Source: an optimization exercise on an open RTL-to-GDS flow (aim: small area, a short achievable clock period and few clock cycles). Production flows keep margins and buffers that such runs may drop. The RTL was checked by simulation tests, not by an equivalence proof against the original design.

==> run a: inputs <==
// yuv_rgb_top
module yuv_rgb_top #(
   parameter int PIXEL_PAIRS = 38400,  
   parameter int U_BASE      = 38400,
   parameter int V_BASE      = 57600,
   parameter int RGB_BASE    = 146944
) (
   input  logic        CLOCK,
   input  logic        Resetn,
   input  logic        start,
   output logic        done,
   output logic [17:0] sram_address,
   output logic [15:0] sram_write_data,
   input  logic [15:0] sram_read_data,
   output logic        sram_we_n
);
==> module yuv_rgb_top, before the edit <==
module yuv_rgb_top #(
   parameter int PIXEL_PAIRS = 38400,  
   parameter int U_BASE      = 38400,
   parameter int V_BASE      = 57600,
   parameter int RGB_BASE    = 146944
) (
   input  logic        CLOCK,
   input  logic        Resetn,
   input  logic        start,
   output logic        done,
   output logic [17:0] sram_address,
   output logic [15:0] sram_write_data,
   input  logic [15:0] sram_read_data,
   output logic        sram_we_n
);
   localparam logic [16:0] WP_FIRST = 17'(RGB_BASE - 131072);
   localparam logic [16:0] WP_LAST  = 17'(RGB_BASE + 3 * PIXEL_PAIRS - 1 - 131072);
   logic        busy;      
   logic        pro;       
   logic [4:0]  q;         
   logic        w;         
   logic [15:0] yp;        
   logic [16:0] wp;        
   logic        we;        
   wire accept  = !busy && start;
   wire wr_next = busy && !pro && (q[4] || q[0] || q[2]) && !done;
   wire rd_y    = w && (q[1] || q[3]);
   wire [14:0] cidx = yp[15:1];  
   always_ff @(posedge CLOCK or negedge Resetn) begin
      if (!Resetn) begin
         busy <= 1'b0;
         we <= 1'b0;
         done <= 1'b0;
      end else begin
         busy <= busy ? !done : start;
         we <= wr_next;
         done <= wr_next && (wp == WP_LAST);
      end
   end
   always_ff @(posedge CLOCK) begin
      if (accept) begin
         q <= 5'b10000;    
         w <= 1'b1;
         pro <= 1'b1;
         yp <= 16'd1;
         wp <= WP_FIRST;
         sram_address <= '0;
      end else begin
         q <= {q[3:0], q[4]};
         if (q[4]) w <= !w;
         if (w && q[3]) pro <= 1'b0;
         if (rd_y) yp <= yp + 16'd1;
         if (wr_next) wp <= wp + 17'd1;
         if (q[1])
            sram_address <= w ? {2'b00, yp} : 18'(U_BASE) + 18'(cidx);
         else if (q[3])
            sram_address <= w ? {2'b00, yp} : 18'(V_BASE) + 18'(cidx);
         else
            sram_address <= {1'b1, wp};
      end
   end
   assign sram_we_n = !we;
   logic [15:0] yw, uw, vw;    
   logic [7:0]  x1;            
   logic [25:0] s, c, sq, cq;  
   logic [22:0] yb_e, yb_o;    
   logic [25:0] n_e, n_o;      
   logic [7:0]  l_e, l_o;      
   logic [7:0]  h1, h2;        
   always_ff @(posedge CLOCK) begin
      if ((!w && q[1]) || (w && q[4])) yw <= sram_read_data;
      if (!w && q[4]) uw <= sram_read_data;
      if (w && q[1]) vw <= sram_read_data;
      case (1'b1)
         q[0]: x1 <= yw[7:0];
         q[1]: x1 <= w ? sram_read_data[15:8] : vw[7:0];
         q[2], q[3]: x1 <= w ? uw[15:8] : uw[7:0];
         default: x1 <= w ? sram_read_data[15:8] : yw[15:8];
      endcase
      sq <= s;
      cq <= c;
      if (q[0] || q[1]) yb_e <= q[1] ? n_e[24:2] : 23'd0;
      if (q[1] || q[2]) yb_o <= q[2] ? n_o[24:2] : 23'd0;
      if (q[3] || q[4]) h1 <= q[3] ? l_e : l_o;    
      if (q[3] || q[0]) h2 <= l_o;                 
      sram_write_data[15:8] <= q[0] ? l_e : h1;    
      sram_write_data[7:0] <= q[4] ? l_e : h2;     
   end
   csc_mac_unit u_unit (
      .is_y(q[0] || q[1]), .is_r(q[2]), .is_g(q[3]), .is_b(q[4]),
      .x1(x1), .x2(w ? vw[15:8] : vw[7:0]), .s(s), .c(c)
   );
   rgb_clip_pack u_lane_e (.yb(yb_e), .s(sq), .c(cq), .n(n_e), .ch(l_e));
   rgb_clip_pack u_lane_o (.yb(yb_o), .s(sq), .c(cq), .n(n_o), .ch(l_o));
endmodule
export LEC_CHECK = 0
export ABC_AREA = 1
export CAP_MARGIN = 20
export CORE_MARGIN = 2
export CORE_UTILIZATION = 40
export CTS_BUF_LIST = sky130_fd_sc_hd__clkbuf_8
export SLEW_MARGIN = 20
create_clock -name core_clock -period 13.0 [get_ports {CLOCK}]
standard.sh (not shown) runs the stock make flow with config.mk's settings and CLKGATE_MAP_FILE= SYNTH_SCRIPT=/design/flow/synth_recipe.tcl, a recipe that flattens the netlist after the stock synthesis.
==> flow/flow/run.sh <==
#!/bin/bash
# The standard layout, with three changes to how it is made (the clock period
# and constraints are unchanged):
#  - timing repair aims at 8.8 ns of setup slack;
#  - the port buffers are buf_1 cells instead of the default delay buffers;
#  - clock tree synthesis (clkbuf_8 cells) adds no dummy loads.
# The make output goes to standard.log.
bash standard.sh "BUFFER_PORTS_ARGS=-buffer_cell sky130_fd_sc_hd__buf_1" \
  "CTS_ARGS=-sink_clustering_enable -repair_clock_nets -buf_list sky130_fd_sc_hd__clkbuf_8 -dont_use_dummy_load" \
  SETUP_SLACK_MARGIN=8.8 finish > standard.log 2>&1
==> run b (differences from run a) <==
--- a/flow/design.v
+++ b/flow/design.v
@@ -372,8 +372,8 @@
       endcase
       sq <= s;
       cq <= c;
-      if (q[0] || q[1]) yb_e <= q[1] ? n_e[24:2] : 23'd0;
-      if (q[1] || q[2]) yb_o <= q[2] ? n_o[24:2] : 23'd0;
+      if (q[1]) yb_e <= n_e[24:2];
+      if (q[2]) yb_o <= n_o[24:2];
       if (q[3] || q[4]) h1 <= q[3] ? l_e : l_o;    
       if (q[3] || q[0]) h2 <= l_o;                 
       sram_write_data[15:8] <= q[0] ? l_e : h1;    
@@ -383,6 +383,6 @@
       .is_y(q[0] || q[1]), .is_r(q[2]), .is_g(q[3]), .is_b(q[4]),
       .x1(x1), .x2(w ? vw[15:8] : vw[7:0]), .s(s), .c(c)
    );
-   rgb_clip_pack u_lane_e (.yb(yb_e), .s(sq), .c(cq), .n(n_e), .ch(l_e));
-   rgb_clip_pack u_lane_o (.yb(yb_o), .s(sq), .c(cq), .n(n_o), .ch(l_o));
+   rgb_clip_pack u_lane_e (.yb(q[1] ? 23'd0 : yb_e), .s(sq), .c(cq), .n(n_e), .ch(l_e));
+   rgb_clip_pack u_lane_o (.yb(q[2] ? 23'd0 : yb_o), .s(sq), .c(cq), .n(n_o), .ch(l_o));
 endmodule
==> flow/flow/run.sh (replaced) <==
#!/bin/bash
# The standard layout, with two changes to how it is made (the clock period
# and constraints are unchanged):
#  - timing repair aims at 9 ns of setup slack;
#  - the port buffers are buf_1 cells instead of the default delay buffers.
# The make output goes to standard.log.
bash standard.sh "BUFFER_PORTS_ARGS=-buffer_cell sky130_fd_sc_hd__buf_1" SETUP_SLACK_MARGIN=9 finish > standard.log 2>&1
Settings changed: CTS_BUF_LIST sky130_fd_sc_hd__clkbuf_8 to sky130_fd_sc_hd__clkbuf_4.
==> notes <==
- Of run a and run b, run b has the higher via count (gap about 3.5%, measured against run b).
- Synthesized cell count: run b is larger than run a (6.4%).
- Against run a, the worst hold slack of run b is worse by 0.024 ns.
- In flip-flop and latch count, run b and run a do not differ.
- Between run b and run a, the lower first-iteration DRC count is in run b (gap 4.7%, measured against run a).
- Non-clock buffer count: run a is higher than run b (1).
- Against run b, the worst setup slack of run a is lower by 0.19 ns.
==> figures <==
Outcome: run b complete, no violations; run a complete, no violations
Number of standard cells after synthesis: run b 2,055; run a 1,931
Tightest hold margin: run b 0.4274 ns; run a 0.4511 ns
Sequential cell area share: run b 33.21%; run a 34.79%
Setup Skew: run b 0.06792 ns; run a 0.09314 ns
Total inserted antenna cells: run b 2; run a 0
Launch point of the critical path: run b q[2]; run a q[3]
Number of antenna violations at the first check in global routing: run b 2; run a 0
Number of buffers outside the clock class in the layout: run b 74; run a 75
H-tree Lvls: run b 3; run a 2
Adder-cell share of the synthesized area: run b 17.25%; run a 17.70%
Slowest library cell on the worst path: run b sky130_fd_sc_hd__fa_1; run a sky130_fd_sc_hd__nor3_1
Initial Utilization: run b 40.79%; run a 40.30%
RD Place Congestion: run b 0.9927; run a 0.9889
Testbench counts of run a, summed over its fixed seeds: cycles 576,033.
Testbench counts of run b, summed over its fixed seeds: cycles 576,033.

---

==> inputs of 09-26 <==
Another version of the RTL of yuv_rgb_top (not shown whole).
==> flow/config.mk <==
export PLATFORM = sky130hd
export DESIGN_NAME = yuv_rgb_top
export DESIGN_NICKNAME = yuv_rgb_top
export VERILOG_FILES = /design/flow/design.v
export SDC_FILE = /design/flow/constraint.sdc
export NUM_CORES = 4
export LEC_CHECK = 0
export ABC_AREA = 1
export CAP_MARGIN = 20
export CORE_MARGIN = 2
export CORE_UTILIZATION = 40
export CTS_BUF_LIST = sky130_fd_sc_hd__clkbuf_8
export SLEW_MARGIN = 20
==> flow/constraint.sdc <==
create_clock -name core_clock -period 13.0 [get_ports {CLOCK}]
set_input_delay 2.6000 -clock core_clock [delete_from_list [all_inputs] [get_ports {CLOCK}]]
set_output_delay 2.6000 -clock core_clock [all_outputs]
set_load 0.01 [all_outputs]
==> flow/flow/run.sh <==
#!/bin/bash
# The standard layout, with three changes to how it is made (the clock period
# and constraints are unchanged):
#  - timing repair aims at 9.3 ns of setup slack;
#  - the port buffers are buf_1 cells instead of the default delay buffers;
#  - clock tree synthesis (clkbuf_8 cells) adds no dummy loads.
# The make output goes to standard.log.
bash standard.sh "BUFFER_PORTS_ARGS=-buffer_cell sky130_fd_sc_hd__buf_1" \
  "CTS_ARGS=-sink_clustering_enable -repair_clock_nets -buf_list sky130_fd_sc_hd__clkbuf_8 -dont_use_dummy_load" \
  SETUP_SLACK_MARGIN=9.3 finish > standard.log 2>&1
==> inputs of 09-04, as changes to 09-26 <==
==> flow/flow/run.sh (replaced) <==
#!/bin/bash
# The standard layout, with three changes to how it is made (the clock period
# and constraints are unchanged):
#  - timing repair aims at 9.15 ns of setup slack;
#  - the port buffers are buf_1 cells instead of the default delay buffers;
#  - clock tree synthesis (clkbuf_8 cells) adds no dummy loads.
# The make output goes to standard.log.
bash standard.sh "BUFFER_PORTS_ARGS=-buffer_cell sky130_fd_sc_hd__buf_1" \
  "CTS_ARGS=-sink_clustering_enable -repair_clock_nets -buf_list sky130_fd_sc_hd__clkbuf_8 -dont_use_dummy_load" \
  SETUP_SLACK_MARGIN=9.15 finish > standard.log 2>&1
==> run notes <==
multi-input logic area=0.00857 mm^2; met3 usage=3.51%; post-route cell area=0.0172 mm^2; Area after DPL=about 0.016 mm^2; status=complete, no violations; worst setup path end=cq[19]; Area Overhead vs Synth=9.40%; clk tree area frac=under 10%
The numbers above come from 09-04.

==> run notes <==
status=complete, no violations; worst setup path end=sram_we_n; Area after DPL=between 0.015 and 0.02 mm^2; post-route cell area=0.0174 mm^2; Area Overhead vs Synth=10.4%; Post-Synth Adder-Cell Area=20.2%; multi-input logic area=0.00863 mm^2
The numbers above come from 09-26.

Testbench counts of 09-26, summed over its fixed seeds: cycles 576,033.
Testbench counts of 09-04, summed over its fixed seeds: cycles 576,033.

[what the ideal ports hide]
How much do the figures lean on ideal ports? The routed layouts below were timed once more, with nothing changed but the port constraints.
Step 1: set_driving_cell puts a clkbuf_16 on CLOCK and a buf_2 on each other input, an assumption about the parent block.
Step 2 moves the port delays by t, midway between the first and last clock arrival at a register: inputs arrive t later, outputs are due t later. That takes back most of the time a late clock gives input paths.
Slacks: ideal / step 1 / step 2; pairs: ideal / step 1.
run	shift t [ns]	setup slack, ns	hold WS [ns]	clock arrival spread, ns	worst slew at a driven data input, ns
run a	0.593	8.899 / 8.899 / 8.397	0.451 / 0.451 / 0.451	0.097 / 0.098	0.03
run b	0.787	9.087 / 9.044 / 8.468	0.427 / 0.427 / 0.427	0.068 / 0.068	0.03
09-26	0.591	9.330 / 9.281 / 8.873	0.440 / 0.440 / 0.440	0.063 / 0.062	0.03
09-04	0.588	9.224 / 9.224 / 8.794	0.438 / 0.438 / 0.438	0.060 / 0.060	0.04
After both steps every run listed still meets setup and hold. For run b, which loses most, drivers alone change the setup slack by -0.043 ns; drivers and shift together by -0.619 ns.
